Context: an optimization exercise on an open-source flow, tuned for small area, a short achievable clock period and few clock cycles per item. The choices shown serve that exercise and are no tape-out recipe.
Function was checked by simulation only, so behaviour that the tests miss may differ from the original.
Power and IR drop assume default switching activity.

==> flow/design.v (excerpt) <==
module thread_id_deque_with_keyed_removal (
    input  wire logic        clk,
    input  wire logic        rst_n,
    input  wire logic        cmd_valid,
    output logic             cmd_ready,
    input  wire logic [2:0]  cmd,
    input  wire logic [15:0] thread_id,
    output logic             rsp_valid,
    input  wire logic        rsp_ready,
    output logic      [1:0]  status,
    output logic      [15:0] result_id,
    output logic      [3:0]  position,
    output logic      [4:0]  entry_count
);
Size: ~2000 cells after synthesis, ~380 flip-flops, ~52 I/O pins.
clock: 5.0 ns
lec_check: 0
cap_margin: 20
core_margin: 2
core_utilization: 40
setup_slack_margin: 2.5
slew_margin: 20
tns_end_percent: 5
run.sh (not shown) runs the stock make flow with config.mk's settings and CLKGATE_MAP_FILE= SYNTH_SCRIPT=/design/flow/synth_recipe.tcl, a recipe that flattens the netlist after the stock synthesis.
Testbench counts at the start, summed over its fixed seeds: cycles 4,816, items 4,800.
Rerun with:
CORE_UTILIZATION = 45   (was 40)
SETUP_SLACK_MARGIN = 2.8   (was 2.5)
TNS_END_PERCENT = 20   (was 5)
Result: Sequential share of layout area came out lower by 3.7 points. Final area went up by 9.3%. Count of clock-buffer cells in the layout is higher by 2. Routed wire length climbs by 5.4%. Via count is higher by 4.8%.

---

Setup of run 1:
The RTL this note starts from:
==> flow/design.v <==
`default_nettype none
package tidq_pkg;
    localparam int DEPTH_DEF    = 16;
    localparam int ID_WIDTH_DEF = 16;
    localparam int CMD_W  = 3;
    localparam int STAT_W = 2;
    localparam int POS_W  = 4;
    localparam logic [CMD_W-1:0] CMD_PUSH_FRONT = 3'd0;
    localparam logic [CMD_W-1:0] CMD_PUSH_BACK  = 3'd1;
    localparam logic [CMD_W-1:0] CMD_POP_FRONT  = 3'd2;
    localparam logic [CMD_W-1:0] CMD_POP_BACK   = 3'd3;
    localparam logic [CMD_W-1:0] CMD_REMOVE     = 3'd4;
    localparam logic [CMD_W-1:0] CMD_FIND       = 3'd5;
    localparam logic [STAT_W-1:0] ST_OK    = 2'd0;
    localparam logic [STAT_W-1:0] ST_EMPTY = 2'd1;
    localparam logic [STAT_W-1:0] ST_FULL  = 2'd2;
    typedef enum logic [1:0] {
        S_IDLE,
        S_EXEC,
        S_SCAN,
        S_RESP
    } state_t;
    typedef enum logic [1:0] {
        CELL_HOLD,
        CELL_SHIFT_LEFT,
        CELL_SHIFT_RIGHT,
        CELL_WRITE
    } cell_op_t;
    typedef struct packed {
        cell_op_t op;
        logic     wr;
    } cell_ctl_t;
endpackage
`default_nettype wire
`default_nettype none
module thread_id_deque_with_keyed_removal (
    input  wire logic        clk,
    input  wire logic        rst_n,
    input  wire logic        cmd_valid,
    output logic             cmd_ready,
    input  wire logic [2:0]  cmd,
    input  wire logic [15:0] thread_id,
    output logic             rsp_valid,
    input  wire logic        rsp_ready,
    output logic      [1:0]  status,
    output logic      [15:0] result_id,
    output logic      [3:0]  position,
    output logic      [4:0]  entry_count
);
    localparam int N = 16;
    localparam int W = 16;
    logic          x_v;
    logic [2:0]    x_cmd;
    logic [W-1:0]  x_key;
    logic [N-1:0]  e;           
    logic          f_pf, f_pfnf, f_pb, f_of, f_ob, f_rm, f_fd;
    logic [W-1:0]  st [N];
    logic [4:0]    count;
    logic [N-1:0]  vld;
    logic          o_v;
    logic [21:0]   o_word;
    logic          ofree, fire, accept;
    logic          x_v_n;
    logic          g_pf, g_pfnf, g_pb, g_of, g_ob, g_rm, g_fd;
    logic [2:0]    cmd_n;
    logic [N-1:0]  pb_oh, tail_oh;
    logic [N-1:0]  lm;
    logic [N-1:0]  sl, sr, sk, sh;
    logic [N-1:0]  eq_raw, e_next;
    logic          eq_w;
    logic          full, empty, found, inc, dec;
    logic [W-1:0]  tail_val;
    logic [3:0]    pos;
    logic [N-1:0]  vld_next;
    logic [4:0]    cnt_next;
    logic [1:0]    x_stat;
    logic [W-1:0]  x_id;
    logic [3:0]    x_pos;
    logic [21:0]   x_word;
    assign ofree     = !o_v || rsp_ready;
    assign fire      = x_v && ofree;
    assign cmd_ready = !x_v || ofree;
    assign accept    = cmd_valid && cmd_ready;
    assign g_pf   = f_pf && ofree;
    assign g_pfnf = f_pfnf && ofree;
    assign g_pb   = f_pb && ofree;
    assign g_of   = f_of && ofree;
    assign g_ob   = f_ob && ofree;
    assign g_rm   = f_rm && ofree;
    assign g_fd   = f_fd && ofree;
    assign full  = vld[N-1];
    assign empty = !vld[0];
    always_comb
    begin
        for (int i = 0; i < N; i++)
        begin
            pb_oh[i]   = (i == 0) ? !vld[0] : (vld[(i + N - 1) % N] && !vld[i]);
            tail_oh[i] = (i == N - 1) ? vld[i] : (vld[i] && !vld[(i + 1) % N]);
        end
        for (int i = 0; i < N; i++)
            lm[i] = |(e & N'((32'd2 << i) - 32'd1));
    end
    assign found = lm[N-1];
    assign pos[3] = !lm[7];
    assign pos[2] = (!lm[3] && lm[7]) || !lm[11];
    assign pos[1] = (!lm[1] && lm[3]) || (!lm[5] && lm[7]) || (!lm[9] && lm[11]) || !lm[13];
    assign pos[0] = (!lm[0] && lm[1]) || (!lm[2] && lm[3]) || (!lm[4] && lm[5]) || (!lm[6] && lm[7])
                 || (!lm[8] && lm[9]) || (!lm[10] && lm[11]) || (!lm[12] && lm[13]) || !lm[14];
    always_comb
    begin
        tail_val = '0;
        for (int i = 0; i < N; i++)
            tail_val = tail_val | ({W{tail_oh[i]}} & (st[i] ^ {W{i[0]}}));
    end
    always_comb
    begin
        for (int i = 0; i < N; i++)
        begin
            sl[i] = g_of || (g_rm && lm[i]);
            sr[i] = g_pfnf && (i != 0);
            sk[i] = (g_pfnf && (i == 0)) || (g_pb && pb_oh[i]);
            sh[i] = !(sl[i] || sr[i] || sk[i]);
        end
    end
    for (genvar i = 0; i < N; i++)
    begin : g_eq
        assign eq_raw[i] = (st[i] ^ {W{i % 2 == 1}}) == thread_id;
    end
    assign eq_w = x_key == thread_id;
    always_comb
    begin
        for (int i = 0; i < N; i++)
        begin
            logic k0, kl, kr;
            k0 = sh[i] && vld[i] && !(g_ob && tail_oh[i]);
            kr = sr[i] && vld[(i + N - 1) % N];
            kl = sl[i] && (i != N - 1) && vld[(i + 1) % N];
            e_next[i] = (sk[i] && eq_w)
                     || (kr && eq_raw[(i + N - 1) % N])
                     || (kl && eq_raw[(i + 1) % N])
                     || (k0 && eq_raw[i]);
        end
    end
    assign inc = g_pfnf || (g_pb && !full);
    assign dec = ((g_of || g_ob) && !empty) || (g_rm && found);
    always_comb
    begin
        logic [4:0] cnt_up, cnt_dn;
        cnt_up = count + 5'd1;
        cnt_dn = count - 5'd1;
        for (int i = 0; i < N; i++)
        begin
            if (inc)
                vld_next[i] = (i == 0) ? 1'b1 : vld[(i + N - 1) % N];
            else if (dec)
                vld_next[i] = (i == N - 1) ? 1'b0 : vld[(i + 1) % N];
            else
                vld_next[i] = vld[i];
        end
        cnt_next = inc ? cnt_up : dec ? cnt_dn : count;
    end
    always_comb
    begin
        x_stat[1] = (g_pf || g_pb) && full;
        x_stat[0] = ((g_of || g_ob) && empty) || ((g_rm || g_fd) && !found);
        x_id      = ({W{g_of && !empty}} & st[0])
                  | ({W{g_ob && !empty}} & tail_val)
                  | ({W{(g_rm || g_fd) && found}} & x_key);
        x_pos     = {4{(g_rm || g_fd) && found}} & pos;
        x_word    = {x_stat, x_id, x_pos};
    end
    for (genvar i = 0; i < N; i++)
    begin : g_slot
        logic [W-1:0] r_in, l_in, k_in;
        if (i == N - 1)
        begin : g_last
            assign r_in = '0;
        end
        else
        begin : g_mid_r
            assign r_in = st[i+1];
        end
        if (i == 0)
        begin : g_first
            assign l_in = '0;
        end
        else
        begin : g_mid_l
            assign l_in = st[i-1];
        end
        assign k_in = (i % 2 == 0) ? ~x_key : x_key;
        always_ff @(posedge clk)
        begin
            if (!sh[i])
                st[i] <= ~(({W{sl[i]}} & r_in) | ({W{sr[i]}} & l_in) | ({W{sk[i]}} & k_in));
        end
    end
    always_comb
    begin
        x_v_n = accept || (x_v && !fire);
        cmd_n = accept ? cmd : x_cmd;
    end
    always_ff @(posedge clk or negedge rst_n)
    begin
        if (!rst_n)
        begin
            x_v     <= 1'b0;
            o_v     <= 1'b0;
            count   <= '0;
            vld     <= '0;
            f_pf    <= 1'b0;
            f_pfnf  <= 1'b0;
            f_pb    <= 1'b0;
            f_of    <= 1'b0;
            f_ob    <= 1'b0;
            f_rm    <= 1'b0;
            f_fd    <= 1'b0;
        end
        else
        begin
            x_v     <= x_v_n;
            o_v     <= fire || (o_v && !rsp_ready);
            if (fire)
            begin
                count <= cnt_next;
                vld   <= vld_next;
            end
            f_pf    <= x_v_n && (cmd_n == 3'd0);
            f_pfnf  <= x_v_n && (cmd_n == 3'd0) && !(fire ? vld_next[N-1] : vld[N-1]);
            f_pb    <= x_v_n && (cmd_n == 3'd1);
            f_of    <= x_v_n && (cmd_n == 3'd2);
            f_ob    <= x_v_n && (cmd_n == 3'd3);
            f_rm    <= x_v_n && (cmd_n == 3'd4);
            f_fd    <= x_v_n && (cmd_n == 3'd5);
        end
    end
    always_ff @(posedge clk)
    begin
        if (accept)
        begin
            x_cmd <= cmd;
            x_key <= thread_id;
            e     <= e_next;
        end
        if (fire)
            o_word <= x_word;
    end
    assign rsp_valid   = o_v;
    assign status      = o_word[21:20];
    assign result_id   = o_word[19:4];
    assign position    = o_word[3:0];
    assign entry_count = count;
endmodule
`default_nettype wire
export LEC_CHECK = 0
export CAP_MARGIN = 20
export CORE_MARGIN = 2
export CORE_UTILIZATION = 45
export CTS_CLUSTER_DIAMETER = 70
export CTS_CLUSTER_SIZE = 25
export SETUP_SLACK_MARGIN = 2.8
export SLEW_MARGIN = 20
export TNS_END_PERCENT = 20
create_clock -name core_clock -period 5.0 [get_ports {clk}]
standard.sh (not shown) runs the stock make flow with config.mk's settings and CLKGATE_MAP_FILE= SYNTH_SCRIPT=/design/flow/synth_recipe.tcl, a recipe that flattens the netlist after the stock synthesis.
==> flow/flow/run.sh <==
#!/bin/bash
set -euo pipefail
export BUFFER_PORTS_ARGS="-buffer_cell sky130_fd_sc_hd__buf_4"
export REMOVE_ABC_BUFFERS=1
bash standard.sh > standard.log 2>&1
Run 1 finished every step from synthesis to the final layout, and the layout passed the timing, DRC and antenna checks.
Testbench counts of run 1, summed over its fixed seeds: cycles 4,816, items 4,800.
diff inputs: run 1 => run 2
- CTS_CLUSTER_SIZE: 25 -> unset
- CTS_CLUSTER_DIAMETER: 70 -> unset
-- flow/flow/run.sh --
<<< run 1, line 2
>>> run 2, line 2
# The standard layout (the standard.sh, unchanged synthesis and steps),
# with the port buffers that ORFS's buffer_ports inserts made plain buf_4
# cells instead of its default choice of a delay buffer.
<<< run 1, line 4
export REMOVE_ABC_BUFFERS=1
>>> run 2, line 7
Notes after the runs:
Measured against each other, run 1 and run 2 differ in post-cts repair resize count, the higher figure coming from run 1.
Compared with run 1, run 2 shows a hold slack that is 25 ps higher.
Delta (run 2 minus run 1): internal power contribution grew by 12%; fmax shrank by 0.65%; synthesized area held steady; final area grew by 1.4%.
Cmp run 2 vs run 1: combined global-route utilization of all metal layers higher in run 2
Run 2 gives less final worst slack than run 1 did.
The first-pass detailed-route iteration total of run 2 is higher than that of run 1.
The following lists how run 3 was set up differently from run 2:
- setting CTS_CLUSTER_SIZE to 25 for the first time
- setting CTS_CLUSTER_DIAMETER to 70 for the first time
==> flow/run.sh (new file) <==
#!/bin/bash
# synth_recipe.tcl (not shown) runs the flow's synth.tcl, then flattens the netlist and writes it again
# the make line also repeats each setting of config.mk as NAME=value (left out here)
make -C /OpenROAD-flow-scripts/flow DESIGN_CONFIG=/design/flow/config.mk WORK_HOME=/design/flow/orfs CLKGATE_MAP_FILE= SYNTH_SCRIPT=/design/flow/synth_recipe.tcl finish
removed: flow/flow/run.sh
removed: flow/standard.sh
Findings:
Cmp run 3 vs run 2: minimum clock period after layout lower in run 3
Run 2 has a lower longest individual stage delay on the worst path than run 3.
Going from run 2 to run 3, CTS H-tree depth down 1, routed wire length on met2 up 6.5%.
Both conditions hold for run 3: the flow ran to the end and the final layout passed the timing, DRC and antenna checks.
Input changes introduced in run 4 (baseline for comparison: run 3):
- CTS_CLUSTER_SIZE removed (was 25)
- CTS_CLUSTER_DIAMETER removed (was 70)
Compared to run 3, run 4 has global-route wire length before repair about 1.6% higher.
Delta(net switching share of the total power, run 4 - run 3) < 0
Worst path arrival time for run 4: 100 ps down relative to run 3
Run 4 gives less fraction of area in registers than run 3 did.
From run 3 to run 4 the numbers moved as follows: maximum clock skew at final layout moved down; DRC marker count from the first detailed-route iteration moved up.
NOTE total power consumption of the routed design run 3->run 4 increased by a little under 10%
The area of all placed cells without fillers number comes out lower for run 3 vs run 4.

## separate check: timing with driven ports
Ports are ideal in the flow. The routed layouts listed here were re-timed in OpenROAD.
Step 1 (the two cells are an assumption about what drives the block):
set clk [get_ports {clk}]
set_driving_cell -lib_cell sky130_fd_sc_hd__clkbuf_16 $clk
set_driving_cell -lib_cell sky130_fd_sc_hd__buf_2 [delete_from_list [all_inputs] $clk]
Step 2 adds t to the input delays and takes it off the output delays; t is the mean of the earliest and latest rising clock arrival at the registers after step 1. Input paths then give back, and output paths get back, about the clock's delay inside the block.
Slacks: ideal ports / drivers / drivers and shift; pairs: ideal ports / drivers.
run	t, ns	setup WS [ns]	worst slew at a driven data input, ns
the first run of note 1	0.641	2.263 / 2.263 / 1.690	0.14
the second run of note 1	0.654	2.543 / 2.543 / 2.007	0.06
run 1	0.653	2.451 / 2.462 / 1.822	0.04
run 2	0.631	2.434 / 2.434 / 1.898	0.07
run 3	0.671	2.447 / 2.447 / 1.851	0.06
run 4	0.626	2.492 / 2.492 / 1.943	0.07
After both steps every run listed still meets setup and hold. The setup slack of run 1, which loses most, moves by +0.011 ns with the drivers and by -0.629 ns with both steps.
